What follows belongs to an exercise in optimizing a design on an open flow for small area, a short achievable clock period and few clock cycles; a production flow would make more cautious choices. At most, simulation tests tie the RTL to the original design; equivalence was not proved. Function not checked in run 1: the RTL went through the layout flow alone. No activity file was given, so power comes from the tool's default toggle rates.

### flow/run.sh
#!/bin/bash
# Layout flow: the standard ORFS flow with two changes.
# - Synthesis leaves adders to abc (no ADDER_MAP_FILE): the design's only arithmetic is a
#   bound check written as a carry tree and two counters, which abc maps faster than the
#   full-adder cells. Registers are mapped exactly as in the standard synthesis.
# - The port buffers that placement inserts are plain sky130_fd_sc_hd__buf_1 cells (ORFS
#   otherwise picks a delay buffer).
# Every ORFS step keeps its own log under orfs/logs/; make's output goes to standard.log.
set -euo pipefail
cd "$(dirname "$0")/.."
export ADDER_MAP_FILE=
export BUFFER_PORTS_ARGS="-buffer_cell sky130_fd_sc_hd__buf_1"
bash standard.sh > standard.log 2>&1
### standard.sh
#!/bin/bash
# synth_recipe.tcl (not shown) runs the flow's synth.tcl, then flattens the netlist and writes it again
# the make line also repeats each setting of config.mk as NAME=value (left out here)
make -C /OpenROAD-flow-scripts/flow DESIGN_CONFIG=/design/flow/config.mk WORK_HOME=/design/flow/orfs CLKGATE_MAP_FILE= SYNTH_SCRIPT=/design/flow/synth_recipe.tcl "${@:-finish}"
### config.mk
export PLATFORM = sky130hd
export DESIGN_NAME = tcp_timestamp_option_finder
export DESIGN_NICKNAME = tcp_timestamp_option_finder
export VERILOG_FILES = /design/flow/design.v
export SDC_FILE = /design/flow/constraint.sdc
export NUM_CORES = 4
export LEC_CHECK = 0
export CAP_MARGIN = 20
export CORE_MARGIN = 2
export CORE_UTILIZATION = 40
export CTS_BUF_LIST = sky130_fd_sc_hd__clkbuf_8
export PLACE_DENSITY = 0.6
export SETUP_SLACK_MARGIN = 3.6
export SLEW_MARGIN = 20
export SYNTH_HIERARCHICAL = 1
### constraint.sdc
create_clock -name core_clock -period 6.0 [get_ports {clk}]
set_input_delay 1.2000 -clock core_clock [delete_from_list [all_inputs] [get_ports {clk}]]
set_output_delay 1.2000 -clock core_clock [all_outputs]
set_load 0.01 [all_outputs]
### design.v
`timescale 1ns / 1ps
package tsf_pkg;
  localparam logic [15:0] HEADER_BYTES  = 16'd20;
  localparam logic [7:0]  TS_KIND       = 8'd8;
  localparam int          MIN_REMAIN    = 10;
  localparam logic [3:0]  TS_LAST_INDEX = 4'd9;
  localparam logic [3:0]  TS_VALUE_END  = 4'd5;
  localparam logic [15:0] POS_MAX       = 16'hFFFF;
  localparam logic [16:0] KIND_GAP = 17'(1 + MIN_REMAIN);
  localparam logic [16:0] LEN_GAP  = 17'(MIN_REMAIN - 1);
  localparam int QUEUE_DEPTH = 4;
  localparam int QUEUE_AW    = $clog2(QUEUE_DEPTH);
  typedef enum logic [1:0] {
    PH_WAIT,
    PH_LEN,
    PH_CAPTURE
  } phase_t;
  typedef enum logic [1:0] {
    OUT_NONE,
    OUT_MISS,
    OUT_HIT
  } outcome_t;
  typedef struct packed {
    logic [7:0]  data;
    logic        first;
    logic        last;
    logic [15:0] total_length;
    logic [15:0] pos;
    logic [16:0] pos_len;
    logic        kind_fail;
  } beat_t;
  typedef struct packed {
    logic        found;
    logic [7:0]  option_kind;
    logic [7:0]  option_length;
    logic [31:0] ts_value;
    logic [31:0] ts_echo;
  } result_t;
endpackage
`timescale 1ns / 1ps
module tsf_len_rows
(
  input  logic [15:0] a,
  input  logic [7:0]  d,
  input  logic [15:0] l,
  output logic        k15,
  output logic        ghi,
  output logic        phi,
  output logic        loa,
  output logic        lob
);
  always_comb begin
    logic [15:0] xs;
    logic [15:0] s;
    logic [15:0] k;
    logic [15:0] b;
    logic [15:0] g;
    logic [15:0] pr;
    logic [6:0]  g1, p1;
    logic [3:0]  g2, p2;
    logic [1:0]  g3, p3;
    logic [2:0]  xa, xb;
    logic [2:0]  sa, sb, ka, kb, ba, bb;
    xs = {8'd0, d};
    s  = a ^ xs ^ ~l;
    k  = (a & xs) | (a & ~l) | (xs & ~l);
    b  = {k[14:0], 1'b0};
    g  = s & b;
    pr = s | b;
    for (int m = 0; m < 6; m++) begin
      g1[m] = g[2*m + 4] | (pr[2*m + 4] & g[2*m + 3]);
      p1[m] = pr[2*m + 4] & pr[2*m + 3];
    end
    g1[6] = g[15];
    p1[6] = pr[15];
    for (int m = 0; m < 3; m++) begin
      g2[m] = g1[2*m + 1] | (p1[2*m + 1] & g1[2*m]);
      p2[m] = p1[2*m + 1] & p1[2*m];
    end
    g2[3] = g1[6];
    p2[3] = p1[6];
    for (int m = 0; m < 2; m++) begin
      g3[m] = g2[2*m + 1] | (p2[2*m + 1] & g2[2*m]);
      p3[m] = p2[2*m + 1] & p2[2*m];
    end
    k15 = k[15];
    ghi = g3[1] | (p3[1] & g3[0]);
    phi = p3[1] & p3[0];
    xa  = d[2:0];
    xb  = {d[2], 2'b10};
    sa  = a[2:0] ^ xa ^ ~l[2:0];
    sb  = a[2:0] ^ xb ^ ~l[2:0];
    ka  = (a[2:0] & xa) | (a[2:0] & ~l[2:0]) | (xa & ~l[2:0]);
    kb  = (a[2:0] & xb) | (a[2:0] & ~l[2:0]) | (xb & ~l[2:0]);
    ba  = {ka[1:0], 1'b0};
    bb  = {kb[1:0], 1'b0};
    loa = (sa[2] & ba[2]) | ((sa[2] | ba[2]) & ((sa[1] & ba[1]) | ((sa[1] | ba[1]) & sa[0] & ba[0])));
    lob = (sb[2] & bb[2]) | ((sb[2] | bb[2]) & ((sb[1] & bb[1]) | ((sb[1] | bb[1]) & sb[0] & bb[0])));
  end
endmodule
`timescale 1ns / 1ps
module tcp_timestamp_option_finder
(
  input  logic        clk,
  input  logic        rst,
  input  logic        in_valid,
  output logic        in_ready,
  input  logic [7:0]  data_byte,
  input  logic        first_byte,
  input  logic        last_byte,
  input  logic [15:0] total_length,
  output logic        out_valid,
  input  logic        out_ready,
  output logic        found,
  output logic [7:0]  option_kind,
  output logic [7:0]  option_length,
  output logic [31:0] ts_value,
  output logic [31:0] ts_echo
);
  logic        fv;
  logic [7:0]  fd;
  logic        ff;
  logic        fl;
  logic        ffaild;     
  logic        ffail2;     
  logic [15:0] pos9;       
  logic        pos_ovf;    
  logic [7:0]  cnt;
  logic        czero;      
  logic        st_len;     
  logic        st_cap;     
  logic        st_done;    
  logic [71:0] res;        
  logic        take;
  logic        in_faild, in_fail2;
  logic [16:0] p_inc;
  logic        len_k15, len_ghi, len_phi, len_loa, len_lob;
  logic        go;
  logic        harmless;
  logic        e_len, e_cap, e_done, e_wait, e_czero;
  logic        d_le1, d_is8, d_is0;
  logic [7:0]  c;
  logic [7:0]  fx;
  logic        at_start;
  logic        hit, miss, settle;
  logic        len_n, cap_n, done_n, czero_n;
  logic [7:0]  cnt_n;
  logic        res_shift, res_hold;
  logic        fv_n, out_valid_n, settled_n, harmless_n;
  assign take   = in_valid && in_ready;
  tsf_len_rows u_len_rows (
    .a   (pos9),
    .d   (data_byte),
    .l   (total_length),
    .k15 (len_k15),
    .ghi (len_ghi),
    .phi (len_phi),
    .loa (len_loa),
    .lob (len_lob)
  );
  assign in_faild = pos_ovf || len_k15 || len_ghi || (len_phi && len_loa);
  assign in_fail2 = pos_ovf || len_k15 || len_ghi || (len_phi && len_lob);
  assign p_inc  = {1'b0, pos9} + 17'd1;
  assign harmless = (st_done && !ff) || (ff && !fl);
  assign go       = fv && (!out_valid || harmless);
  assign e_len   = !ff && st_len;
  assign e_cap   = !ff && st_cap;
  assign e_done  = !ff && st_done;
  assign e_wait  = ff || !(st_len || st_cap || st_done);
  assign e_czero = !ff && czero;
  assign c       = ff ? 8'd20 : cnt;
  assign d_le1   = fd[7:1] == 7'd0;
  assign d_is8   = fd == 8'd8;
  assign d_is0   = fd == 8'd0;
  assign fx      = {fd[7:2], fd[1] | d_le1, fd[0] && !d_le1};
  assign at_start = e_wait && e_czero;
  always_comb begin
    hit     = e_cap && e_czero;
    miss    = (at_start && d_le1 && ffail2) ||
              (e_len && (d_is0 || (d_le1 ? ffail2 : ffaild)));
    len_n   = at_start && !d_le1 && !d_is8;
    cap_n   = (at_start && d_is8) || (e_cap && !e_czero);
    if (e_len)                  cnt_n = fx - 8'd2;
    else if (at_start && d_is8) cnt_n = 8'd8;
    else if (at_start)          cnt_n = 8'd0;
    else                        cnt_n = c - 8'd1;
    if (e_len)                  czero_n = fd[7:2] == 6'd0 && !(fd[1] && fd[0]);   
    else if (at_start)          czero_n = !d_is8;
    else                        czero_n = !ff && cnt == 8'd1;
    if (!e_done && !hit && fl) miss = 1'b1;
  end
  assign settle = (hit || miss) && !e_done;
  assign done_n = e_done || settle;
  assign res_shift = fv && !out_valid && e_cap && (!fl || czero);
  assign res_hold  = !(fv && !out_valid);
  assign fv_n        = take || (fv && !go);
  assign out_valid_n = (go && settle) || (out_valid && !out_ready);
  assign settled_n   = go ? done_n : st_done;
  assign harmless_n  = take ? ((settled_n && !first_byte) || (first_byte && !last_byte))
                            : ((settled_n && !ff) || (ff && !fl));
  always_ff @(posedge clk) begin
    if (rst) begin
      fv        <= 1'b0;
      in_ready  <= 1'b1;
      pos9      <= 16'd9;
      pos_ovf   <= 1'b0;
      cnt       <= 8'd20;
      czero     <= 1'b0;
      st_len    <= 1'b0;
      st_cap    <= 1'b0;
      st_done   <= 1'b0;
      out_valid <= 1'b0;
    end else begin
      fv        <= fv_n;
      in_ready  <= !fv_n || !out_valid_n || harmless_n;
      out_valid <= out_valid_n;
      if (take) begin
        pos9    <= first_byte ? 16'd10 : p_inc[15:0];
        pos_ovf <= !first_byte && (pos_ovf || p_inc[16]);
      end
      if (go) begin
        cnt     <= cnt_n;
        czero   <= czero_n;
        st_len  <= len_n && !done_n;
        st_cap  <= cap_n && !done_n;
        st_done <= done_n;
      end
    end
  end
  always_ff @(posedge clk) begin
    if (take) begin
      fd    <= data_byte;
      ff    <= first_byte;
      fl    <= last_byte;
      ffaild <= in_faild;
      ffail2 <= in_fail2;
    end
    res <= ({72{res_shift}} & {res[63:0], fd}) | ({72{res_hold}} & res);
    if (go && settle) found <= hit;
  end
  assign option_kind   = {4'd0, found, 3'd0};
  assign option_length = res[71:64];
  assign ts_value      = res[63:32];
  assign ts_echo       = res[31:0];
endmodule
==> results of run 1 <==
what timing repair did:
| item | 4_1_cts | 5_1_grt |
|---|---|---|
| buffers inserted | 0 | 6 |
| hold endpoints to repair | 0 | 0 |
| endpoints found under the setup margin | 0 | 15 |
| resized for setup | 0 | 9 |
worst max-delay path, cell delays in order:
cell and delay, ps:
clkbuf_2 100, xnor3_1 420, a211oi_2 220, a221oi_2 60, nand3b_1 110, a41oi_2 130, nor3_2 210, nand2_1 70
cells in the final DEF, fill, tap and decap left out, drive strengths merged, types with 4 or more instances in the layout:
cell type and count:
nand4 5, clkinv 7, xnor2 14, inv 25, xor2 16, o21ai 22, clkbuf 21, nor2 33
a22o 74, a21oi 25, buf 111, nand2 31, maj3 6, edfxtp 13, conb 7, nor3 11
nand3 7, dfxtp 104, nor2b 10, a221oi 4, nor4 4, a21o 5, nand2b 14
Yosys cell counts (all sizes together) (2+ instances only):
master	n
nand2b	14
a221oi	4
o32ai	2
o31a	2
or3	2
o21ai	22
a21o	5
mux2i	3
a2111oi	2
o22ai	2
or2	3
a41oi	2
a21oi	25
inv	21
and3	3
nor2b	10
nor3	11
a31oi	2
and4	2
dfxtp	104
or4	2
a211oi	2
xnor2	14
nand2	31
nor2	33
o2111ai	2
maj3	6
o31ai	2
o21bai	2
a22o	74
nor4	4
edfxtp	13
nand4	5
buf	10
a221o	2
nand3	7
clkbuf	18
and2	2
xor2	16
per-module statistics from Yosys, one instance, submodules excluded:
module / flip-flops and latches / cells inside / area, um2 / times used
tcp_timestamp_option_finder: 117 / 411 / 4389 / 1
tsf_len_rows: 0 / 95 / 683.2 / 1
metrics by stage:
stage | instance area (um2) | cells | hold WS, ps
final | 6082 | 801 | 477.2
after global routing | 6082 | 801 | 508.2
after CTS | 5988 | 795 | 482.6
after detailed placement | 5603 | 763 | 462.3
after global placement | 5603 | 763 | 459.4
after floorplan | 5100 | 512 | 446.4
routing by layer:
layer / up-vias / wire length (um)
met2: 115 / 5633
met5: - / 0
met1: 1987 / 5471
met4: 0 / 179
met3: 18 / 691
li1: 2084 / -
kinds of logic after synthesis:
kind of cell / Yosys count / synth area share, %
compound gates: 165 / 25.85
simple gates: 134 / 13.64
flops: 117 / 48.74
buf+inv: 49 / 4.243
xor+xnor: 31 / 5.624
fa+ha+maj: 6 / 1.233
mux: 3 / 0.5920
other cells: 1 / 0.07393
where the power goes:
| part | switching, uW | internal [uW] | total [uW] |
|---|---|---|---|
| combinational | 71.1 | 42.3 | 113 |
| sequential | 16.6 | 802 | 818 |
| clock | 328 | 354 | 682 |
state kept, by name, summed over array words and instances (netlist names), 8 cells and up:
register / flops
cnt: 8
fd: 8
res: 72
pos9: 16
how the worst max path moves through the flow:
stage / to / slack, ps / cells after the start / startpoint
global placement: ffail2 / 3200 / 8 / data_byte[4]
detailed placement: ffail2 / 3160 / 8 / data_byte[4]
floorplan: ffail2 / 3480 / 7 / data_byte[4]
global route: ffaild / 3580 / 8 / total_length[4]
CTS: ffail2 / 3630 / 8 / data_byte[4]
finish: ffail2 / 3650 / 8 / total_length[4]
layout make-up:
type	count	area [um2]	share of cell area, %
sequential	117	2472	40.65
multi-input combinational	346	2470	40.61
timing repair buffer	113	456.7	7.509
clock buffer	19	261.5	4.300
tap	172	215.2	3.538
clock inverter	13	123.9	2.037
inverter	21	82.58	1.358
==> impl_metrics.csv, run 1 <==
group,metric,value,unit
run_status,outcome,"complete, no violations",
synth,synthCells,506,
synth,synth_area_leader_cell,"dfxtp_1",
power,p_leak,0.002182,uW
cts,clock_path_buffers,2,
setup_path,cp-end-kind,"flop",
cells_and_area,finish.utilization,48.59,%
synth,synthFlopType,"dfxtp_1",
synth,synthTopCellsByArea,"dfxtp_1, a22o_1, edfxtp_1",
synth,yosysUniqueCellTypes,74,
global_route,antenna_found_initial,0,
synth,yosysSeqAreaShare,48.74,%
sta,clock_skew,10.34,ps
global_route,grt_max_degree,74,
global_route,gr-total-overflow,0,
synth,synth_area_per_cell,10.02,um2
sta,setup_tns,0,ps
die,die_area,13600,um2
power,peakVddDrop,110.5,uV
synth,synth_top_area_share,41.05,%
cells_and_area,area_growth_syn_to_layout,19.91,%
min_path,hold_class,"flop to flop",
cts,clock_latency,430,ps
synth,synthArstFlopShare,0,%
global_route,grtUsageMet3,6.020,%
global_route,grt.met1_usage,21.88,%
cts,clk_pin_slew,60,ps
drt,routed_wl,11980,um
die,die_y,116.6,um
global_route,grt.total_usage,17.53,%
cts,cts-htree-levels,4,
drt,first_pass_iters,4,
cells_and_area,num_antenna_cells,0,
placement,routabilityCongestion,0.8884,
cells_and_area,fillers,1211,
die,initial_core_util,40.52,%
setup_path,ff2ff_setup_slack,3810,ps
placement,io_buffers,105,
global_route,grtUsageMet2,28.02,%
sta,layout_setup_ws,3654,ps
cts,cts_inserted_buffers,17,
sta,finalCriticalPeriod,2346,ps
die,core-area,12520,um2
global_route,grt_busiest_layer,"met2",
sta,setup_viol,0,
flow_run,maxCapViolations,0,
die,fp.dieW,116.6,um
cts,hold_buffers,0,
synth,ys_warn_count,8,
placement,pre_cts_ws,3155,ps
min_path,whs_path_depth,1,
sta,tightest_slew,799.5,ps
setup_path,critPathRequiredTime,6180,ps
sta,max_freq,0.4262,GHz
global_route,grt_pass1_wl,18490,um
min_path,hold_path_startpoint,"res[71]",
sta,hold_viol,0,
min_path,worstHoldEndpoint,"res[71]",
setup_path,critPathKind,"primary input to flop",
setup_path,cp_max_fo,2,
drt,drcViolationCount,0,
synth,synth_edf_count,13,
cts,cts_tree,"built",
drt,vias,4204,
setup_path,critPathArrivalTime,2520,ps
synth,mappedNetlistArea,5072,um2
cts,cts-root-buf,"clkbuf_8",
die,io-pin-count,113,
global_route,grt_pass1_vias,3751,
power,pwr_density_cell,265.3,nW/um2
setup_path,reg2reg_depth,4,
synth,ys_ff_latch,117,
setup_path,r2r_start,"fd[4]",
cells_and_area,finalNetCount,646,
placement,place_hpwl,8463,um
sta,slew_headroom,46.59,%
drt,drtAntennaViolNets,0,
setup_path,r2r-end,"found",
sta,rsz0062_at_grt,"true",
cts,clock-sinks,117,
setup_path,critPathLaunchType,"primary input",
sta,finalMaxSlewViolations,0,
cells_and_area,drive_gt1_share,11.29,%
drt,routed_via_density,5.248,
drt,drt-wirelength-per-cell,14.95,um
sta,fin_crit_sh,39.10,%
drt,drt_iter0_drc,276,
die,num_rows,41,
power,power,1614,uW
==> run 2, diff against run 1 <==
--- a/design.v
+++ b/design.v
@@ -98,6 +98,19 @@
     lob = (sb[2] & bb[2]) | ((sb[2] | bb[2]) & ((sb[1] & bb[1]) | ((sb[1] | bb[1]) & sb[0] & bb[0])));
   end
 endmodule
+module tsf_pos_next
+(
+  input  logic        take,
+  input  logic        first,
+  input  logic [15:0] pos9,
+  input  logic        pos_ovf,
+  input  logic [16:0] inc,
+  output logic [15:0] pos9_n,
+  output logic        pos_ovf_n
+);
+  assign pos9_n    = !take ? pos9    : first ? 16'd10 : inc[15:0];
+  assign pos_ovf_n = !take ? pos_ovf : !first && (pos_ovf || inc[16]);
+endmodule
 `timescale 1ns / 1ps
 module tcp_timestamp_option_finder
 (
@@ -121,8 +134,10 @@
   logic [7:0]  fd;
   logic        ff;
   logic        fl;
-  logic        ffaild;     
-  logic        ffail2;     
+  logic        fk;
+  logic        fphi;
+  logic        floa;
+  logic        flob;
   logic [15:0] pos9;       
   logic        pos_ovf;    
   logic [7:0]  cnt;
@@ -132,9 +147,11 @@
   logic        st_done;    
   logic [71:0] res;        
   logic        take;
-  logic        in_faild, in_fail2;
+  logic        ffaild, ffail2;
   logic [16:0] p_inc;
   logic        len_k15, len_ghi, len_phi, len_loa, len_lob;
+  logic [15:0] pos9_n;
+  logic        pos_ovf_n;
   logic        go;
   logic        harmless;
   logic        e_len, e_cap, e_done, e_wait, e_czero;
@@ -146,7 +163,7 @@
   logic        len_n, cap_n, done_n, czero_n;
   logic [7:0]  cnt_n;
   logic        res_shift, res_hold;
-  logic        fv_n, out_valid_n, settled_n, harmless_n;
+  logic        fv_n, out_valid_n, settled0, ready_take;
   assign take   = in_valid && in_ready;
   tsf_len_rows u_len_rows (
     .a   (pos9),
@@ -158,8 +175,17 @@
     .loa (len_loa),
     .lob (len_lob)
   );
-  assign in_faild = pos_ovf || len_k15 || len_ghi || (len_phi && len_loa);
-  assign in_fail2 = pos_ovf || len_k15 || len_ghi || (len_phi && len_lob);
+  assign ffaild = fk || (fphi && floa);
+  assign ffail2 = fk || (fphi && flob);
+  tsf_pos_next u_pos_next (
+    .take      (take),
+    .first     (first_byte),
+    .pos9      (pos9),
+    .pos_ovf   (pos_ovf),
+    .inc       (p_inc),
+    .pos9_n    (pos9_n),
+    .pos_ovf_n (pos_ovf_n)
+  );
   assign p_inc  = {1'b0, pos9} + 17'd1;
   assign harmless = (st_done && !ff) || (ff && !fl);
   assign go       = fv && (!out_valid || harmless);
@@ -195,9 +221,9 @@
   assign res_hold  = !(fv && !out_valid);
   assign fv_n        = take || (fv && !go);
   assign out_valid_n = (go && settle) || (out_valid && !out_ready);
-  assign settled_n   = go ? done_n : st_done;
-  assign harmless_n  = take ? ((settled_n && !first_byte) || (first_byte && !last_byte))
-                            : ((settled_n && !ff) || (ff && !fl));
+  assign settled0    = st_done && !(go && ff);
+  assign ready_take  = (!(out_valid && !out_ready) || (settled0 && !first_byte) ||
+                        (first_byte && !last_byte)) && !(first_byte && last_byte);
   always_ff @(posedge clk) begin
     if (rst) begin
       fv        <= 1'b0;
@@ -212,12 +238,10 @@
       out_valid <= 1'b0;
     end else begin
       fv        <= fv_n;
-      in_ready  <= !fv_n || !out_valid_n || harmless_n;
+      in_ready  <= take ? ready_take : (!(fv && !go) || out_ready);
       out_valid <= out_valid_n;
-      if (take) begin
-        pos9    <= first_byte ? 16'd10 : p_inc[15:0];
-        pos_ovf <= !first_byte && (pos_ovf || p_inc[16]);
-      end
+      pos9      <= pos9_n;
+      pos_ovf   <= pos_ovf_n;
       if (go) begin
         cnt     <= cnt_n;
         czero   <= czero_n;
@@ -232,8 +256,10 @@
       fd    <= data_byte;
       ff    <= first_byte;
       fl    <= last_byte;
-      ffaild <= in_faild;
-      ffail2 <= in_fail2;
+      fk    <= pos_ovf || len_k15 || len_ghi;
+      fphi  <= len_phi;
+      floa  <= len_loa;
+      flob  <= len_lob;
     end
     res <= ({72{res_shift}} & {res[63:0], fd}) | ({72{res_hold}} & res);
     if (go && settle) found <= hit;
--- a/config.mk
+++ b/config.mk
@@ -7,9 +7,8 @@
 export LEC_CHECK = 0
 export CAP_MARGIN = 20
 export CORE_MARGIN = 2
-export CORE_UTILIZATION = 40
+export CORE_UTILIZATION = 60
 export CTS_BUF_LIST = sky130_fd_sc_hd__clkbuf_8
-export PLACE_DENSITY = 0.6
+export PLACE_DENSITY = 0.75
 export SETUP_SLACK_MARGIN = 3.6
 export SLEW_MARGIN = 20
-export SYNTH_HIERARCHICAL = 1
==> run 2 against run 1 <==
Flip-flop and latch count up 2. Clock power down 3.1%. Routed wire length down 8.8%. Area after synthesis down 0.94%. First-iteration DRC count down 25%. Non-clock buffer count up 1. Die area down 33%. Highest routed layer unchanged.
==> impl_metrics.csv, run 2 <==
group,metric,value,unit
cells_and_area,largest_register_ffs,72,
synth,ys_ff_latch,119,
global_route,antenna_found_initial,0,
cells_and_area,num_antenna_cells,0,
synth,ys_warn_count,2,
drt,routed_via_density,5.798,
cts,cts-root-buf,"clkbuf_8",
synth,yosysSeqAreaShare,50.40,%
synth,synth_area_per_cell,9.930,um2
die,die_y,95.52,um
cts,clock_latency,430,ps
drt,first_pass_iters,5,
global_route,grt_pass1_wl,17410,um
placement,pre_cts_ws,3152,ps
power,p_leak,0.002222,uW
drt,routed.top_layer,"met4",
cells_and_area,finish.utilization,72.02,%
global_route,grt.total_usage,24.52,%
setup_path,reg2reg_depth,6,
drt,wl_met2,5265,um
setup_path,critical-path-slowest-cell,"dfxtp_1",
synth,synthFlopType,"dfxtp_1",
drt,drtAntennaViolNets,0,
setup_path,critPathLaunchType,"flop",
sta,tightest_slew,829.5,ps
placement,routabilityCongestion,0.8741,
synth,mappedNetlistArea,5025,um2
setup_path,max_stage_delay,470,ps
setup_path,path_depth,1,
die,io-pin-count,113,
sta,fin_crit_sh,37.97,%
cells_and_area,final_cell_mix,"buf_1, dfxtp_1, a22o_1",
cts,cts_tree,"built",
cells_and_area,finalNetCount,640,
flow_run,maxCapViolations,0,
min_path,hold_class,"flop to flop",
sta,slew_headroom,44.70,%
die,core-area,8175,um2
cts,cts-htree-levels,4,
cells_and_area,regMostFlops,"res",
setup_path,critPathKind,"flop to primary output",
global_route,grt_max_degree,74,
sta,hold_viol,0,
cts,clock_path_buffers,2,
synth,synth_area_leader_cell,"dfxtp_1",
cells_and_area,fillers,620,
setup_path,cp-end-kind,"primary output",
synth,synthTopCellsByArea,"dfxtp_1, a22o_1, edfxtp_1",
synth,synthCells,506,
drt,routed_wl,10930,um
setup_path,cp_max_fo,8,
cells_and_area,final_common_cell,"buf_1",
die,num_rows,33,
placement,place_hpwl,7485,um
die,die_area,9123,um2
die,initial_core_util,61.46,%
synth,synth_top_area_share,41.43,%
sta,finalMaxSlewViolations,0,
global_route,grt_pass1_vias,3680,
cts,clk_pin_slew,70,ps
setup_path,path_cells,"buf_1",
drt,met1Wirelength,4807,um
cts,clock-sinks,119,
cells_and_area,top_regs,"res (72), pos9 (16)",
sta,finalCriticalPeriod,2278,ps
sta,max_freq,0.4390,GHz
sta,setup_tns,0,ps
setup_path,critPathRequiredTime,4800,ps
sta,rsz0062_at_grt,"false",
cts,hold_buffers,0,
sta,setup_viol,0,
cts,cts_inserted_buffers,17,
synth,synth_edf_count,15,
drt,drcViolationCount,0,
run_status,outcome,"complete, no violations",
cells_and_area,seqCellArea,2532,um2
cells_and_area,area_growth_syn_to_layout,17.18,%
min_path,whs_path_depth,1,
power,pwr_density_cell,270.7,nW/um2
cells_and_area,drive_gt1_share,8.842,%
drt,vias,4215,
synth,yosysMostFrequentCell,"dfxtp_1",
die,fp.dieW,95.52,um
drt,drt_iter0_drc,207,
drt,drt-wirelength-per-cell,15.03,um
power,peakVddDrop,166.3,uV
sta,layout_setup_ws,3722,ps
synth,synthArstFlopShare,0,%
drt,dr_wl_met3,674,um
cells_and_area,multi_input_area,2298,um2
synth,ys_top_cells_by_count,"dfxtp_1, a22o_1, nor2_1",
setup_path,critical_path.top_delay_family,"flip-flops",
synth,yosysUniqueCellTypes,57,
sta,clock_skew,14.03,ps
placement,io_buffers,105,
setup_path,critPathArrivalTime,1080,ps
setup_path,worst-path-buf-inv,1,
global_route,gr-total-overflow,0,
==> run 2: repair_timing <==
| action | CTS | global route |
|---|---|---|
| setup buffers | 2 | 5 |
| endpoints found under the setup margin | 10 | 14 |
| pin swaps | 2 | 2 |
| resized for setup | 2 | 2 |
==> run 2: logic make-up after synthesis <==
logic type,Yosys count,share of synthesized area (%)
AO/OA/AOI/OAI,160,24.23
flip-flops,119,50.40
AND/OR/NAND/NOR,119,12.03
buffers and inverters,63,5.354
XOR/XNOR,34,5.926
adder cells (fa/ha/maj),9,1.793
other,1,0.07463
multiplexers,1,0.1992
==> run 2: metal layers <==
metal | up-vias | GRT usage (%)
li1 | 2044 | -
met1 | 2018 | 31.67
met2 | 137 | 38.91
met3 | 16 | 6.719
met4 | 0 | 10.12
met5 | - | 0
==> run 2: path summary, 6_finish.rpt <==
check	startpoint	endpoint	slack, ps
worst min register to register	res[71]	res[71]	480
worst max register to register	fd[1]	found	3750
worst max-delay path	out_valid	out_valid	3720
worst min-delay path	res[71]	res[71]	480
==> run 2: report_power, final <==
part           internal (uW)  leakage (uW)  switching [uW]
Clock                    328      0.000181             333
Combinational           36.9       0.00106            62.5
Sequential               819      0.000986            14.6
Total                   1180       0.00222             410
==> run 2: cell type report <==
| cell class | count | share of cell area (%) |
|---|---|---|
| inverter | 28 | 1.785 |
| sequential | 119 | 43.01 |
| timing repair buffer | 114 | 7.841 |
| clock buffer | 17 | 3.974 |
| tap | 105 | 2.231 |
| multi-input combinational | 330 | 39.04 |
| clock inverter | 14 | 2.125 |
==> run 2: metrics by stage <==
| stage | hold WS, ps | instances | power [uW] | area, um2 |
|---|---|---|---|---|
| 3_3_place_gp | 455.9 | 689 | 941.6 | 5455 |
| 4_1_cts | 486.6 | 722 | 1601 | 5839 |
| 2_1_floorplan | 437.5 | 512 | 919.5 | 5065 |
| 6_report | 478.7 | 727 | 1594 | 5888 |
| 5_1_grt | 510.4 | 727 | 1655 | 5888 |
| 3_5_place_dp | 465.4 | 689 | 945.0 | 5455 |
Testbench counts of run 2, summed over its fixed seeds: cycles 24,217.
==> run 3, diff against run 2 <==
--- a/config.mk
+++ b/config.mk
@@ -7,8 +7,8 @@
 export LEC_CHECK = 0
 export CAP_MARGIN = 20
 export CORE_MARGIN = 2
-export CORE_UTILIZATION = 60
+export CORE_UTILIZATION = 50
 export CTS_BUF_LIST = sky130_fd_sc_hd__clkbuf_8
-export PLACE_DENSITY = 0.75
+export PLACE_DENSITY = 0.7
 export SETUP_SLACK_MARGIN = 3.6
 export SLEW_MARGIN = 20
==> run 3 against run 2 <==
Sequential share of layout area decreased by 0.75 points. Final area grew 1.8%. Setup slack worse by 14 ps. Largest power group unchanged. Via count shrank 0.26%. Sequential power about the same.
==> impl_metrics.csv, run 3 <==
group,metric,value,unit
drt,routed_wl,11340,um
die,die_y,104.2,um
cells_and_area,finalNetCount,643,
min_path,hold_path_startpoint,"pos_ovf",
sta,slew_headroom,36.71,%
power,p_comb_share,6.1,%
synth,synth_top_area_share,41.43,%
cells_and_area,area_growth_syn_to_layout,19.27,%
setup_path,critPathRequiredTime,4800,ps
synth,ys_top_cells_by_count,"dfxtp_1, a22o_1, nor2_1",
setup_path,cp-end-kind,"primary output",
global_route,grt_pass1_wl,18530,um
cts,cts-root-buf,"clkbuf_8",
setup_path,cp_max_fo,8,
setup_path,reg2reg_depth,7,
drt,drcViolationCount,0,
cts,clock-sinks,119,
setup_path,crit_start,"out_valid",
die,io-pin-count,113,
drt,drt_iter0_drc,276,
cells_and_area,final_common_cell,"buf_1",
power,intPower,1204,uW
die,fp.dieW,104.2,um
synth,synthTopCellsByArea,"dfxtp_1, a22o_1, edfxtp_1",
sta,rsz0062_at_grt,"false",
power,pwr_density_cell,272.8,nW/um2
run_status,outcome,"complete, no violations",
setup_path,worst-path-buf-inv,1,
setup_path,critical_path.top_delay_family,"flip-flops",
synth,mappedNetlistArea,5025,um2
sta,fin_crit_sh,38.20,%
synth,synthArstFlopShare,0,%
drt,routed_via_density,5.539,
min_path,whs_path_depth,2,
global_route,antenna_found_initial,0,
sta,clock_skew,14.80,ps
setup_path,ff2ff_setup_slack,3760,ps
cells_and_area,fillers,839,
min_path,hold_class,"flop to flop",
synth,synthFlopType,"dfxtp_1",
setup_path,max_stage_delay,480,ps
flow_run,maxCapViolations,0,
sta,hold_viol,0,
drt,drtAntennaViolNets,0,
sta,finalCriticalPeriod,2292,ps
power,seq_power_share,51.0,%
cells_and_area,num_antenna_cells,0,
cts,clk_pin_slew,80,ps
die,die_area,10870,um2
synth,synth_edf_count,15,
power,p_leak,0.002252,uW
power,peakVddDrop,143.2,uV
placement,place_hpwl,7686,um
cells_and_area,drive_gt1_share,9.744,%
setup_path,path_cells,"buf_1",
die,core-area,9774,um2
global_route,grt.total_usage,20.89,%
sta,max_freq,0.4363,GHz
power,p_switching,430.8,uW
setup_path,critPathKind,"flop to primary output",
die,initial_core_util,51.41,%
setup_path,critPathArrivalTime,1090,ps
sta,setup_viol,0,
synth,yosysMostFrequentCell,"dfxtp_1",
synth,synthCells,506,
die,num_rows,36,
drt,drt-wirelength-per-cell,14.94,um
cells_and_area,regMostFlops,"res",
power,clkPwrFrac,42.9,%
drt,vias,4204,
power,swShare,26.35,%
global_route,grt_max_degree,75,
sta,tightest_slew,947.7,ps
sta,finalMaxSlewViolations,0,
setup_path,r2r-end,"out_valid",
placement,routabilityCongestion,0.8523,
global_route,grt_pass1_vias,3845,
cts,cts-htree-levels,4,
min_path,worstHoldEndpoint,"pos_ovf",
cts,clock_path_buffers,2,
cts,cts_tree,"built",
synth,synth_area_leader_cell,"dfxtp_1",
synth,yosysSeqAreaShare,50.40,%
setup_path,r2r_start,"fd[2]",
power,power,1635,uW
global_route,gr-total-overflow,0,
setup_path,critPathLaunchType,"flop",
placement,io_buffers,105,
synth,synth_area_per_cell,9.930,um2
synth,ys_ff_latch,119,
cts,clock_latency,430,ps
cells_and_area,largest_register_ffs,72,
cts,hold_buffers,0,
cts,cts_inserted_buffers,17,
synth,ys_warn_count,2,
sta,setup_tns,0,ps
setup_path,critical-path-slowest-cell,"dfxtp_1",
cells_and_area,final_cell_mix,"buf_1, dfxtp_1, a22o_1",
drt,first_pass_iters,5,
synth,yosysUniqueCellTypes,57,
cells_and_area,top_regs,"res (72), pos9 (16)",
==> run 3: cell counts after synthesis <==
No cell type changed its count.
==> run 3: worst register-to-register path, cell delays in order, from the launching register on <==
cell and delay (ps):
edfxtp_1 440, or4_4 590, nor4_4 290, mux2i_1 140, a221oi_2 250, buf_4 180, o22ai_1 60, nor2b_1 150
==> run 3: metal layers <==
metal	routed length [um]	track usage (%)	up-vias
li1	-	-	2057
met1	5306	27.78	1987
met2	5296	32.57	148
met3	631	6.454	12
met4	106	6.757	0
met5	0	0	-
==> run 3: cells by family after synthesis <==
family / after synthesis / synth area share [%]
adder cells (fa/ha/maj): 9 / 1.793
AND/OR/NAND/NOR: 119 / 12.03
XOR/XNOR: 34 / 5.926
multiplexers: 1 / 0.1992
AO/OA/AOI/OAI: 160 / 24.23
flip-flops: 119 / 50.40
buffers and inverters: 63 / 5.354
other: 1 / 0.07463
==> run 3: area by class of cell <==
| cell class | count | area [um2] | share of cell area [%] |
|---|---|---|---|
| repair buffers | 116 | 489.2 | 8.163 |
| flip-flops and latches | 119 | 2532 | 42.25 |
| multi-input cells | 331 | 2313 | 38.60 |
| inverters | 28 | 105.1 | 1.754 |
| well taps | 133 | 166.4 | 2.777 |
| clock buffers | 18 | 247.7 | 4.134 |
| clock inverters | 14 | 138.9 | 2.317 |
==> run 3: how the worst max path moves through the flow <==
stage,to,slack (ps),cells after the start
2_1_floorplan,pos9[15],3500,7
3_3_place_gp,fk,3220,6
3_5_place_dp,pos9[15],3170,7
4_1_cts,res[50],3610,6
5_1_grt,fk,3630,7
6_report,out_valid,3710,1
==> run 3: stage by stage <==
step	hold slack (ps)	std cells	utilization, %	cell area (um2)	setup WS (ps)
6_report	486.8	759	61.32	5993	3708
5_1_grt	506.1	759	61.32	5993	3626
4_1_cts	487.1	752	60.51	5914	3615
3_5_place_dp	464.6	717	56.17	5490	3175
3_3_place_gp	457.8	717	56.17	5490	3224
2_1_floorplan	437.5	512	-	5065	3497
==> run 3: power by group through the flow <==
| stage | logic, uW | registers, uW | clock network, uW |
|---|---|---|---|
| 6_report | 99.9 | 834 | 701 |
| 5_1_grt | 111 | 835 | 756 |
| 3_3_place_gp | 91.4 | 851 | 0 |
| 3_5_place_dp | 95.0 | 852 | 0 |
| 2_1_floorplan | 74.0 | 845 | 0 |
| 4_1_cts | 96.9 | 834 | 717 |
==> run 3: timing repair <==
action                                  in CTS  in global routing
pin swaps                                    3                  2
endpoints found under the setup margin      54                 55
hold endpoints to repair                     0                  0
resized for setup                            2                  4
gates cloned                                 1                  0
buffers inserted                             2                  7
==> run 4, diff against run 3 <==
--- a/config.mk
+++ b/config.mk
@@ -7,8 +7,8 @@
 export LEC_CHECK = 0
 export CAP_MARGIN = 20
 export CORE_MARGIN = 2
-export CORE_UTILIZATION = 50
+export CORE_UTILIZATION = 60
 export CTS_BUF_LIST = sky130_fd_sc_hd__clkbuf_8
-export PLACE_DENSITY = 0.7
-export SETUP_SLACK_MARGIN = 3.6
+export PLACE_DENSITY = 0.75
+export SETUP_SLACK_MARGIN = 3.85
 export SLEW_MARGIN = 20
==> run 4 against run 3 <==
Still clean. First-iteration DRC count decreased by 17%. Critical path depth increased by 6. Routed wire length increased by 3.9%. Non-clock buffer count increased by 18. Sequential power about the same. Power increased by 2.4%. Cell count decreased by 1.4%. Maximum frequency increased by 3.7%. Global-route usage increased by 4.6 points. Flip-flop and latch count unchanged. Via count increased by 3.0%. Critical endpoint is now pos9[6]. Largest cell class unchanged.
==> impl_metrics.csv, run 4 <==
group,metric,value,unit
run_status,outcome,"complete, no violations",
global_route,gr-total-overflow,0,
power,p_leak,0.002742,uW
min_path,whs_path_depth,1,
cells_and_area,final_cell_mix,"a22o_1, dfxtp_2, buf_2",
synth,synth_top_area_share,41.43,%
die,io-pin-count,113,
setup_path,critPathRequiredTime,6350,ps
drt,drcViolationCount,0,
cells_and_area,largest_register_ffs,72,
sta,tightest_slew,852.7,ps
setup_path,path_common_cell,"buf_6",
cells_and_area,fin_area,6401,um2
synth,yosysSeqAreaShare,50.40,%
cells_and_area,instances_no_fill,748,
synth,synthCells,506,
synth,synthTopCellsByArea,"dfxtp_1, a22o_1, edfxtp_1",
setup_path,reg2reg_depth,7,
power,pwr_density_cell,261.7,nW/um2
sta,clock_skew,12.22,ps
sta,setup_tns,0,ps
setup_path,path_cells,"buf_1 > and4_4 > nand4_1 > buf_6 > buf_6 > or3_4 > a21oi_2",
drt,drt_iter0_drc,228,
cells_and_area,final_common_cell,"a22o_1",
setup_path,cp_max_fo,3,
synth,synthFlopType,"dfxtp_1",
global_route,grt_pass1_vias,3913,
drt,routed_wl,11790,um
power,intPower,1243,uW
cts,cts_inserted_buffers,17,
global_route,antenna_found_initial,0,
synth,ys_warn_count,2,
setup_path,critPathLaunchType,"primary input",
drt,drt-wirelength-per-cell,15.76,um
sta,finalMaxSlewViolations,0,
cts,cts_tree,"built",
setup_path,r2r-end,"st_cap",
synth,ys_ff_latch,119,
power,swShare,25.79,%
setup_path,critical-path-slowest-cell,"or3_4",
sta,setup_viol,0,
cells_and_area,finalNetCount,660,
sta,worst_hold_slack,469.1,ps
synth,synth_area_leader_cell,"dfxtp_1",
sta,hold_viol,0,
drt,routed_via_density,5.790,
placement,place_area,5509,um2
cts,clock_path_buffers,2,
cts,cts-htree-levels,4,
sta,rsz0062_at_grt,"true",
setup_path,max_stage_delay,320,ps
drt,first_pass_iters,5,
die,core-area,8175,um2
cells_and_area,num_antenna_cells,0,
min_path,hold_path_startpoint,"res[38]",
cells_and_area,area_growth_syn_to_layout,27.39,%
cts,cts-root-buf,"clkbuf_8",
power,clkPwrFrac,43.5,%
synth,synthArstFlopShare,0,%
power,seq_power_share,49.6,%
cells_and_area,top_regs,"res (72), pos9 (16)",
die,die_area,9123,um2
placement,dpl.cell_count,690,
die,num_rows,33,
setup_path,critPathKind,"primary input to flop",
placement,io_buffers,105,
cells_and_area,finish.utilization,78.30,%
min_path,hold_class,"flop to flop",
sta,max_freq,0.4525,GHz
setup_path,critPathArrivalTime,2560,ps
synth,ys_top_cells_by_count,"dfxtp_1, a22o_1, nor2_1",
die,initial_core_util,61.46,%
global_route,grt.total_usage,25.49,%
synth,yosysUniqueCellTypes,57,
placement,place_hpwl,7793,um
cells_and_area,regMostFlops,"res",
sta,fin_crit_sh,36.83,%
cts,clock_latency,420,ps
cts,clock-sinks,119,
synth,yosysMostFrequentCell,"dfxtp_1",
power,peakVddDrop,171.8,uV
synth,synth_area_per_cell,9.930,um2
drt,drtAntennaViolNets,0,
global_route,grt_pass1_wl,18170,um
flow_run,maxCapViolations,0,
placement,routabilityCongestion,0.8615,
die,die_y,95.52,um
cts,hold_buffers,0,
sta,slew_headroom,43.15,%
min_path,worstHoldEndpoint,"res[46]",
synth,synth_edf_count,15,
setup_path,ff2ff_setup_slack,3860,ps
setup_path,r2r_start,"fd[3]",
global_route,grt_max_degree,74,
cts,clk_pin_slew,80,ps
power,p_comb_share,6.9,%
power,p_switching,431.9,uW
die,fp.dieW,95.52,um
synth,mappedNetlistArea,5025,um2
drt,vias,4331,
sta,finalCriticalPeriod,2210,ps
cells_and_area,drive_gt1_share,38.26,%
setup_path,cp-end-kind,"flop",
run 4: cell counts after synthesis:
No cell type changed its count.
run 4: cells by family (layout without fill, tap and decap cells):
family / Yosys count / count (layout) / share of synthesized area (%)
compound gates: 160 / 160 / 24.23
flops: 119 / 119 / 50.40
simple gates: 119 / 119 / 12.03
buf+inv: 63 / 194 / 5.354
xor+xnor: 34 / 34 / 5.926
fa+ha+maj: 9 / 9 / 1.793
other cells: 1 / 7 / 0.07463
mux: 1 / 1 / 0.1992
run 4: repair_timing:
action | CTS | global route
pin swaps | 10 | 16
gates resized for setup | 93 | 82
buffers inserted | 15 | 11
endpoints found under the setup margin | 134 | 128
run 4: routing by layer:
| layer | GRT usage, % | vias to the layer above | share of wire [%] |
|---|---|---|---|
| li1 | - | 2093 | - |
| met4 | 11.90 | 0 | 2.3 |
| met5 | 0 | - | 0 |
| met3 | 6.957 | 27 | 6.2 |
| met2 | 41.78 | 169 | 49 |
| met1 | 31.19 | 2042 | 42 |
run 4: per-stage QoR:
| stage | total power, uW | setup slack, ps |
|---|---|---|
| after floorplan | 922.1 | 3507 |
| after global placement | 945.8 | 3226 |
| after detailed placement | 949.5 | 3135 |
| after CTS | 1682 | 3823 |
| after global routing | 1739 | 3758 |
| final | 1675 | 3790 |
run 4: area by class of cell:
class | count | area (um2)
Clock buffer | 17 | 234.0
Clock inverter | 15 | 166.4
Fill cell | 542 | 1774
Inverter | 28 | 113.9
Multi-Input combinational cell | 330 | 2406
Sequential cell | 119 | 2619
Tap cell | 105 | 131.4
Timing Repair Buffer | 134 | 730.7
run 4: worst max-delay path by stage:
stage | start | depth (start not counted) | to | slack [ps]
after floorplan | in_valid | 7 | pos9[15] | 3510
after global placement | in_valid | 7 | pos9[15] | 3230
after detailed placement | in_valid | 7 | pos9[15] | 3130
after CTS | in_valid | 7 | pos9[15] | 3820
after global routing | total_length[2] | 7 | fk | 3760
final | in_valid | 7 | pos9[6] | 3790
run 4: power groups by stage:
stage	logic, uW	clock network [uW]	registers [uW]
3_3_place_gp	94.6	0	851
3_5_place_dp	97.7	0	852
6_report	116	728	832
2_1_floorplan	76.7	0	845
4_1_cts	107	744	832
5_1_grt	127	779	833
run 4: worst max-delay path: cells and delay by family:
| family | cells | cell delay (ps) |
|---|---|---|
| simple gates | 3 | 800 |
| buf+inv | 3 | 450 |
| compound gates | 1 | 110 |
==> run 5, diff against run 4 <==
--- a/config.mk
+++ b/config.mk
@@ -10,5 +10,5 @@
 export CORE_UTILIZATION = 60
 export CTS_BUF_LIST = sky130_fd_sc_hd__clkbuf_8
 export PLACE_DENSITY = 0.75
-export SETUP_SLACK_MARGIN = 3.85
+export SETUP_SLACK_MARGIN = 3.7
 export SLEW_MARGIN = 20
==> run 5 against run 4 <==
Critical path depth down 1. Area after synthesis did not move. Sequential power barely moved. Via count fell by 0.30%. Global-route usage is 0.89 points higher. Non-clock buffer count decreased by 19. Sequential share of layout area rose by 1.8 points. Setup slack worse by 42 ps. Die area unchanged. Register-to-register slack got worse by 90 ps. Routed wire length decreased by 0.16%. Worst hold slack better by 9.6 ps.
==> impl_metrics.csv, run 5 <==
group,metric,value,unit
run_status,outcome,"complete, no violations",
synth,synthFlopType,"dfxtp_1",
cells_and_area,regMostFlops,"res",
min_path,hold_class,"flop to flop",
cells_and_area,top_regs,"res (72), pos9 (16)",
power,pwr_density_cell,269.1,nW/um2
setup_path,max_stage_delay,450,ps
setup_path,critPathArrivalTime,2540,ps
die,num_rows,33,
placement,routabilityCongestion,0.8850,
placement,dpl.cell_count,689,
die,initial_core_util,61.46,%
cts,cts-root-buf,"clkbuf_8",
sta,rsz0062_at_grt,"false",
synth,mappedNetlistArea,5025,um2
power,p_leak,0.002235,uW
global_route,grt.total_usage,26.38,%
cells_and_area,final_common_cell,"buf_1",
sta,fin_crit_sh,37.54,%
die,io-pin-count,113,
synth,yosysUniqueCellTypes,57,
cells_and_area,instances_no_fill,729,
cells_and_area,area_growth_syn_to_layout,18.08,%
sta,tightest_slew,905.7,ps
drt,routed_wl,11770,um
die,die_y,95.52,um
cells_and_area,largest_register_ffs,72,
sta,max_freq,0.4440,GHz
cells_and_area,final_cell_mix,"buf_1, dfxtp_1, a22o_1",
cts,clock_path_buffers,2,
synth,synth_area_leader_cell,"dfxtp_1",
sta,finalCriticalPeriod,2252,ps
setup_path,critical-path-slowest-cell,"a2111oi_2",
synth,yosysMostFrequentCell,"dfxtp_1",
setup_path,cp-end-kind,"flop",
cts,cts-htree-levels,4,
synth,synthTopCellsByArea,"dfxtp_1, a22o_1, edfxtp_1",
power,peakVddDrop,178.5,uV
global_route,antenna_found_initial,0,
placement,place_hpwl,8017,um
setup_path,critPathLaunchType,"primary input",
synth,synthCells,506,
drt,drt-wirelength-per-cell,16.14,um
global_route,grt_max_degree,74,
setup_path,critPathKind,"primary input to flop",
synth,synth_edf_count,15,
setup_path,critPathRequiredTime,6290,ps
sta,setup_viol,0,
die,die_area,9123,um2
drt,routed_via_density,5.923,
drt,vias,4318,
synth,ys_top_cells_by_count,"dfxtp_1, a22o_1, nor2_1",
cts,clock_latency,430,ps
cts,cts_tree,"built",
cts,clk_pin_slew,80,ps
die,core-area,8175,um2
placement,io_buffers,105,
drt,drcViolationCount,0,
drt,drtAntennaViolNets,0,
synth,yosysSeqAreaShare,50.40,%
sta,finalMaxSlewViolations,0,
setup_path,path_cells,"buf_1 > inv_1 > maj3_1 > a2111oi_2 > o31ai_1 > nand4b_1",
global_route,grt_pass1_wl,18660,um
cts,cts_inserted_buffers,17,
setup_path,cp_max_fo,3,
synth,synthArstFlopShare,0,%
cells_and_area,finalNetCount,641,
global_route,grt_pass1_vias,4004,
sta,hold_viol,0,
cells_and_area,num_antenna_cells,0,
synth,synth_area_per_cell,9.930,um2
cells_and_area,drive_gt1_share,10.42,%
flow_run,maxCapViolations,0,
synth,ys_ff_latch,119,
global_route,gr-total-overflow,0,
sta,slew_headroom,39.62,%
drt,drt_iter0_drc,266,
cts,clock-sinks,119,
sta,clock_skew,10.02,ps
sta,setup_tns,0,ps
drt,first_pass_iters,5,
die,fp.dieW,95.52,um
synth,ys_warn_count,2,
synth,synth_top_area_share,41.43,%
run 5: changes by cell type in the layout (fill, tap and decap cells not counted), sizes merged:
cell / before / now
clkbuf: 33 / 18
buf: 118 / 115
bufinv: 2 / 0
inv: 34 / 36
clkinv: 4 / 3
run 5: critical path: cells and delay by family:
family	cells	cell delay, ps
buffers and inverters	2	260
and+or+nand+nor	1	100
adders and majority gates	1	390
AOI/OAI and AO/OA	2	590
run 5: where the power goes:
part	switching [uW]	internal [uW]
clock	351	306
combinational	67.5	38.1
sequential	14.9	819
total	434	1160
run 5: layout make-up:
class	count	area [um2]
well taps	105	131.4
fillers	637	2242
clock buffers	18	247.7
clock inverters	14	110.1
flip-flops and latches	119	2534
multi-input cells	330	2328
inverters	28	108.9
repair buffers	115	473.0
run 5: path summary, 6_finish.rpt:
kind              cells after the start  endpoint          from  slack (ps)
setup / recovery                      6        fk  data_byte[6]        3750
hold / removal                        1   res[65]       res[65]         480
setup reg to reg                      6     found         fd[3]        3770
hold reg to reg                       1   res[65]       res[65]         480
run 5: logic make-up after synthesis:
logic type / synth area share (%)
AO/OA/AOI/OAI: 24.23
AND/OR/NAND/NOR: 12.03
other: 0.07463
buffers and inverters: 5.354
multiplexers: 0.1992
flip-flops: 50.40
adder cells (fa/ha/maj): 1.793
XOR/XNOR: 5.926
run 5: timing repair:
action | CTS | global route
setup endpoints to repair | 15 | 77
gates resized for setup | 5 | 6
hold buffers | 0 | 0
setup buffers | 6 | 2
pin swaps | 3 | 2
run 5: per-stage QoR:
stage          power [uW]  hold slack, ps  cell area (um2)  worst slack (ps)  utilization (%)
2_1_floorplan       920.4           437.5             5075              3497                -
3_3_place_gp        943.5           457.4             5465              3226            66.85
3_5_place_dp        948.1           464.2             5465              3167            66.85
4_1_cts              1598           484.7             5887              3719            72.01
5_1_grt              1652           501.0             5933              3691            72.57
6_report             1597           478.7             5933              3748            72.57
run 5: layer usage:
| layer | wire length [um] | GRT usage [%] | vias to the layer above | part of all wire, % |
|---|---|---|---|---|
| li1 | - | - | 2050 | - |
| met1 | 5014 | 31.84 | 2075 | 43 |
| met2 | 5712 | 43.72 | 170 | 49 |
| met3 | 793 | 7.510 | 23 | 6.7 |
| met4 | 248 | 12.02 | 0 | 2.1 |
| met5 | 0 | 0 | - | 0 |
==> run 6, diff against run 5 <==
--- a/config.mk
+++ b/config.mk
@@ -9,6 +9,7 @@
 export CORE_MARGIN = 2
 export CORE_UTILIZATION = 60
 export CTS_BUF_LIST = sky130_fd_sc_hd__clkbuf_8
+export GPL_ROUTABILITY_DRIVEN = 0
 export PLACE_DENSITY = 0.75
-export SETUP_SLACK_MARGIN = 3.7
+export SETUP_SLACK_MARGIN = 3.75
 export SLEW_MARGIN = 20
==> run 6 against run 5 <==
Largest power group unchanged. Still clean. Clock skew decreased by 1.5 ps. Clock power increased by 4.7%. Core utilization increased by 0.17 points. First-iteration DRC count decreased by 17%.
==> impl_metrics.csv, run 6 <==
group,metric,value,unit
run_status,outcome,"complete, no violations",
placement,pre_cts_ws,3182,ps
cts,cts-root-buf,"clkbuf_8",
setup_path,cp_max_fo,3,
drt,routed_wl,11080,um
die,die_area,9123,um2
synth,ys_ff_latch,119,
cts,cts-htree-levels,4,
setup_path,critPathArrivalTime,2480,ps
cells_and_area,area_growth_syn_to_layout,18.35,%
drt,drtAntennaViolNets,0,
min_path,hold_class,"flop to flop",
global_route,gr-total-overflow,0,
setup_path,critPathKind,"primary input to flop",
power,intPower,1195,uW
global_route,grt_max_degree,74,
global_route,antenna_found_initial,0,
die,io-pin-count,113,
drt,drt_iter0_drc,222,
cts,clock-sinks,119,
die,initial_core_util,61.46,%
placement,dpl.cell_count,689,
sta,max_freq,0.4544,GHz
cells_and_area,fillers,651,
cells_and_area,instances_no_fill,731,
synth,yosysUniqueCellTypes,57,
setup_path,cp-end-kind,"flop",
synth,yosysMostFrequentCell,"dfxtp_1",
cells_and_area,final_cell_mix,"dfxtp_1, buf_1, a22o_1",
drt,drt-wirelength-per-cell,15.16,um
synth,synthCells,506,
cells_and_area,seqCellArea,2537,um2
cells_and_area,largest_register_ffs,72,
power,p_comb_share,6.3,%
cells_and_area,num_antenna_cells,0,
cts,clock_path_buffers,2,
sta,slew_headroom,48.78,%
die,die_y,95.52,um
power,peakVddDrop,175.7,uV
global_route,grt.total_usage,25.14,%
power,swShare,26.34,%
cts,clock_latency,410,ps
cts,cts_inserted_buffers,17,
setup_path,critPathRequiredTime,6280,ps
synth,yosysSeqAreaShare,50.40,%
sta,finalMaxSlewViolations,0,
synth,ys_top_cells_by_count,"dfxtp_1, a22o_1, nor2_1",
cells_and_area,top_regs,"res (72), pos9 (16)",
power,clkPwrFrac,42.4,%
flow_run,maxCapViolations,0,
setup_path,r2r_start,"fd[1]",
sta,setup_viol,0,
power,p_switching,427.3,uW
drt,vias,4158,
cts,cts_tree,"built",
die,fp.dieW,95.52,um
sta,tightest_slew,768.3,ps
cts,clk_pin_slew,80,ps
sta,rsz0062_at_grt,"true",
die,num_rows,33,
drt,routed_via_density,5.688,
synth,mappedNetlistArea,5025,um2
synth,synthTopCellsByArea,"dfxtp_1, a22o_1, edfxtp_1",
sta,layout_setup_ws,3799,ps
synth,synth_top_area_share,41.43,%
cells_and_area,fin_area,5947,um2
setup_path,ff2ff_setup_slack,3870,ps
global_route,grt_pass1_wl,17740,um
min_path,worstHoldEndpoint,"res[65]",
synth,synth_edf_count,15,
global_route,grt_pass1_vias,3755,
setup_path,crit_start,"data_byte[6]",
power,pwr_density_cell,272.7,nW/um2
synth,ys_warn_count,2,
sta,finalCriticalPeriod,2201,ps
cells_and_area,regMostFlops,"res",
cells_and_area,finalNetCount,643,
sta,fin_crit_sh,36.68,%
sta,setup_tns,0,ps
synth,synth_area_leader_cell,"dfxtp_1",
power,seq_power_share,51.3,%
setup_path,reg2reg_depth,7,
sta,hold_viol,0,
placement,place_area,5465,um2
synth,synth_area_per_cell,9.930,um2
die,core-area,8175,um2
min_path,hold_path_startpoint,"res[65]",
synth,synthFlopType,"dfxtp_1",
power,p_leak,0.002253,uW
cells_and_area,final_common_cell,"dfxtp_1",
placement,io_buffers,105,
sta,clock_skew,8.524,ps
drt,first_pass_iters,5,
cells_and_area,multi_input_area,2303,um2
setup_path,r2r-end,"st_cap",
synth,synthArstFlopShare,0,%
placement,place_hpwl,7755,um
setup_path,critPathLaunchType,"primary input",
drt,drcViolationCount,0,
min_path,whs_path_depth,1,
cells_and_area,drive_gt1_share,11.34,%
## run 6: power groups by stage
| stage | Combinational (uW) | Clock [uW] | Sequential [uW] |
|---|---|---|---|
| after global placement | 92.2 | 0 | 851 |
| after global routing | 114 | 744 | 834 |
| after floorplan | 75.1 | 0 | 845 |
| final | 101 | 688 | 833 |
| after CTS | 97.5 | 704 | 833 |
| after detailed placement | 94.6 | 0 | 851 |
## run 6: metal layers
layer / up-vias / global-route usage [%] / wire [um]
met5: - / 0 / 0
met4: 0 / 8.571 / 125
met3: 10 / 8.538 / 711
met2: 123 / 39.79 / 5235
met1: 1969 / 32.25 / 5007
li1: 2056 / - / -
## run 6: kinds of logic after synthesis
group                      after synthesis  share of synthesized area, %
AOI/OAI and AO/OA                      160                         24.23
xor gates and xnor gates                34                         5.926
adders and majority gates                9                         1.793
buffers and inverters                   63                         5.354
DFF                                    119                         50.40
muxes                                    1                        0.1992
other                                    1                       0.07463
and+or+nand+nor                        119                         12.03
## run 6: layout make-up
| class | count | share of cell area, % |
|---|---|---|
| inverter | 28 | 1.830 |
| tap | 105 | 2.209 |
| timing repair buffer | 117 | 8.268 |
| clock inverter | 15 | 2.356 |
| multi-input combinational | 330 | 38.73 |
| sequential | 119 | 42.67 |
| clock buffer | 17 | 3.934 |
## run 6: worst max-delay path by stage
stage                    end  slack, ps  cells after the start
floorplan           pos9[15]       3510                      7
global placement    pos9[15]       3230                      7
detailed placement  pos9[15]       3180                      7
CTS                    found       3760                      6
global route        pos9[14]       3750                      9
finish                    fk       3800                      7
## run 6: per-stage QoR
step	hold WS (ps)	utilization [%]	total power, uW
after detailed placement	466.0	66.85	945.9
after global placement	456.3	66.85	943.1
final	478.3	72.74	1622
after global routing	502.1	72.74	1691
after CTS	485.4	72.02	1634
after floorplan	437.5	-	920.5
## run 6: critical path: stages
cell and delay [ps]:
buf_1 130, xnor2_2 150, xnor2_1 260, nor2_1 100, a2111oi_0 430, o31ai_1 110
nand4b_1 100
## run 6: what timing repair did
item                                    CTS  global route
gates cloned                              0             0
hold buffers                              0             0
setup buffers                             5             5
endpoints found under the setup margin   17            24
gates resized for setup                   3            10
pin swaps                                 4             3
==> run 7, diff against run 6 <==
--- a/config.mk
+++ b/config.mk
@@ -5,11 +5,11 @@
 export SDC_FILE = /design/flow/constraint.sdc
 export NUM_CORES = 4
 export LEC_CHECK = 0
+export ABC_AREA = 1
 export CAP_MARGIN = 20
 export CORE_MARGIN = 2
 export CORE_UTILIZATION = 60
 export CTS_BUF_LIST = sky130_fd_sc_hd__clkbuf_8
-export GPL_ROUTABILITY_DRIVEN = 0
 export PLACE_DENSITY = 0.75
 export SETUP_SLACK_MARGIN = 3.75
 export SLEW_MARGIN = 20
==> run 7 against run 6 <==
Worst hold slack improved by 2.8 ps. Critical endpoint is now ts_echo[11]. Sequential share of layout area shrank 2.0 points. Register-to-register slack better by 180 ps. Largest cell class unchanged. Area after synthesis rose by 7.3%. Global-route usage up 2.2 points. Routed wire length is 16% higher. Non-clock buffer count down 9. Critical path type is now flop to primary output. Highest routed layer unchanged. Combinational power increased by 25%. Final area up 4.8%. Count of clock-buffer cells in the layout stayed put.
==> impl_metrics.csv, run 7 <==
group,metric,value,unit
run_status,outcome,"complete, no violations",
drt,drcViolationCount,0,
sta,max_freq,0.4625,GHz
synth,synth_top_area_share,38.61,%
die,io-pin-count,113,
sta,setup_tns,0,ps
drt,first_pass_iters,6,
synth,synth_area_per_cell,7.511,um2
synth,yosysSeqAreaShare,46.96,%
setup_path,cp-end-kind,"primary output",
setup_path,critPathRequiredTime,4800,ps
drt,routed_via_density,5.315,
setup_path,r2r_start,"ff",
setup_path,reg2reg_depth,7,
cells_and_area,num_antenna_cells,0,
drt,vias,5023,
cells_and_area,drive_gt1_share,8.722,%
cells_and_area,area_growth_syn_to_layout,15.59,%
setup_path,critPathArrivalTime,960,ps
global_route,grt.total_usage,27.39,%
global_route,grt_pass1_wl,21670,um
placement,place_hpwl,9686,um
setup_path,cp_max_fo,2,
global_route,antenna_found_initial,0,
min_path,hold_path_startpoint,"res[19]",
cts,cts_inserted_buffers,17,
setup_path,critical-path-slowest-cell,"dfxtp_1",
synth,yosysMostFrequentCell,"nand2_1",
synth,yosysUniqueCellTypes,44,
setup_path,worst-path-buf-inv,1,
drt,drtAntennaViolNets,0,
global_route,grt_max_degree,73,
cells_and_area,fin_area,6233,um2
placement,io_buffers,105,
cells_and_area,top_regs,"res (72), pos9 (16)",
cells_and_area,fillers,756,
placement,routabilityCongestion,0.9264,
synth,synthArstFlopShare,0,%
synth,synth_edf_count,15,
power,pwr_density_cell,267.0,nW/um2
cells_and_area,final_common_cell,"nand2_1",
synth,synthCells,718,
cells_and_area,regMostFlops,"res",
setup_path,critPathKind,"flop to primary output",
synth,synthTopCellsByArea,"dfxtp_1, nand2_1, inv_1",
setup_path,max_stage_delay,340,ps
global_route,grt_pass1_vias,4808,
sta,setup_viol,0,
sta,finalMaxSlewViolations,0,
sta,clock_skew,13.78,ps
global_route,gr-total-overflow,0,
drt,drt_iter0_drc,244,
power,p_leak,0.002555,uW
die,initial_core_util,61.84,%
setup_path,critPathLaunchType,"flop",
setup_path,ff2ff_setup_slack,4050,ps
cells_and_area,seqCellArea,2536,um2
drt,routed_wl,12890,um
synth,ys_top_cells_by_count,"nand2_1, inv_1, dfxtp_1",
cts,clock_path_buffers,2,
synth,ys_ff_latch,119,
cells_and_area,multi_input_area,2221,um2
min_path,whs_path_depth,2,
cells_and_area,final_cell_mix,"nand2_1, inv_1, buf_1",
synth,synthFlopType,"dfxtp_1",
min_path,hold_class,"flop to flop",
cells_and_area,largest_register_ffs,72,
cells_and_area,finalNetCount,854,
cts,cts-htree-levels,4,
die,die_y,98.81,um
power,peakVddDrop,178.7,uV
sta,finalCriticalPeriod,2162,ps
die,num_rows,34,
cts,clock_latency,430,ps
sta,rsz0062_at_grt,"false",
sta,slew_headroom,53.81,%
cts,cts_tree,"built",
setup_path,r2r-end,"found",
cts,clock-sinks,119,
sta,fin_crit_sh,36.03,%
synth,mappedNetlistArea,5393,um2
setup_path,path_cells,"buf_1",
cts,cts-root-buf,"clkbuf_8",
setup_path,critical_path.top_delay_family,"flip-flops",
die,fp.dieW,98.81,um
synth,synth_area_leader_cell,"dfxtp_1",
min_path,worstHoldEndpoint,"res[27]",
die,core-area,8721,um2
placement,place_area,5829,um2
die,die_area,9762,um2
cts,clk_pin_slew,90,ps
sta,tightest_slew,692.9,ps
synth,ys_warn_count,2,
sta,hold_viol,0,
drt,drt-wirelength-per-cell,13.64,um
flow_run,maxCapViolations,0,
==> run 7: kinds of logic (layout without fill, tap and decap cells) <==
kind of cell           count (synthesis)  count (layout)  synth area share [%]
AND/OR/NAND/NOR                      273             273                 23.29
buffers and inverters                168             281                 12.46
AO/OA/AOI/OAI                        152             152                 16.40
flip-flops                           119             119                 46.96
XOR/XNOR                               5               5                0.8122
other                                  1               7               0.06954
==> run 7: worst max-delay path by stage <==
stage | startpoint | endpoint | slack [ps] | depth (start not counted)
after floorplan | in_valid | pos9[13] | 3770 | 7
after global placement | rst | pos9[11] | 3460 | 6
after detailed placement | rst | pos9[6] | 3400 | 6
after CTS | out_valid | out_valid | 3760 | 1
after global routing | res[9] | ts_echo[9] | 3780 | 1
final | res[11] | ts_echo[11] | 3840 | 1
==> run 7: metrics by stage <==
step | worst slack (ps) | util, % | hold slack, ps | instances | total power (uW)
2_1_floorplan | 3771 | - | 458.2 | 724 | 947.6
3_3_place_gp | 3456 | 66.84 | 456.4 | 912 | 977.0
3_5_place_dp | 3396 | 66.84 | 481.2 | 912 | 980.1
4_1_cts | 3758 | 71.31 | 481.3 | 944 | 1672
5_1_grt | 3775 | 71.48 | 510.3 | 945 | 1730
6_report | 3838 | 71.48 | 481.2 | 945 | 1664
==> run 7: final cells by class <==
type	count	area share, %
tap	108	2.168
timing repair buffer	108	6.704
inverter	141	8.631
sequential	119	40.69
clock buffer	17	3.754
multi-input combinational	437	35.63
clock inverter	15	2.429
==> run 7: timing repair <==
item | CTS | global route
pin swaps | 0 | 0
endpoints found under the setup margin | 1 | 6
buffers inserted | 0 | 1
hold buffers | 0 | 0
gates resized for setup | 2 | 3
==> run 7: per-layer routing <==
metal	GRT usage, %	routed length [um]
met1	34.75	5678
met2	45.43	6210
met3	8.227	816
met4	7.798	189
met5	0	0
==> run 7: where the power goes <==
part / switching, uW / internal, uW
sequential: 15.9 / 823
combinational: 87.3 / 38.5
clock: 387 / 312
==> run 7: worst min-delay path: cells and delay by family (launching register included) <==
family | cells | cell delay, ps
buffers and inverters | 1 | 60
flip-flops | 1 | 320
AO/OA/AOI/OAI | 1 | 70

separate check: timing with driven ports:
In the flow no input, the clock included, has a driving cell. The finished layouts below were timed again as built, in two steps. Step 1 sets driving cells, clkbuf_16 on the clock port and buf_2 on the other inputs (assumed; they add their load-dependent delay and slew). Step 2 adds t to the input delays and takes it off the output delays; t is the mean of the earliest and latest rising clock arrival at the registers after step 1. Input paths then give back, and output paths get back, about the clock's delay inside the block. a / b / c = ideal / step 1 / step 2; a / b = the first two.
| run | shift t [ns] | setup slack, ns | latest minus earliest clock arrival (ns) |
|---|---|---|---|
| run 1 | 0.459 | 3.654 / 3.660 / 3.202 | 0.012 / 0.013 |
| run 2 | 0.453 | 3.722 / 3.689 / 3.307 | 0.014 / 0.014 |
| run 3 | 0.454 | 3.708 / 3.675 / 3.306 | 0.014 / 0.015 |
| run 4 | 0.442 | 3.790 / 3.801 / 3.359 | 0.012 / 0.012 |
| run 5 | 0.453 | 3.748 / 3.726 / 3.302 | 0.013 / 0.012 |
| run 6 | 0.442 | 3.799 / 3.782 / 3.368 | 0.009 / 0.009 |
| run 7 | 0.458 | 3.838 / 3.805 / 3.409 | 0.018 / 0.017 |
After both steps every run listed still meets setup and hold. The setup slack of run 1, which loses most, moves by +0.006 ns with the drivers and by -0.452 ns with both steps.
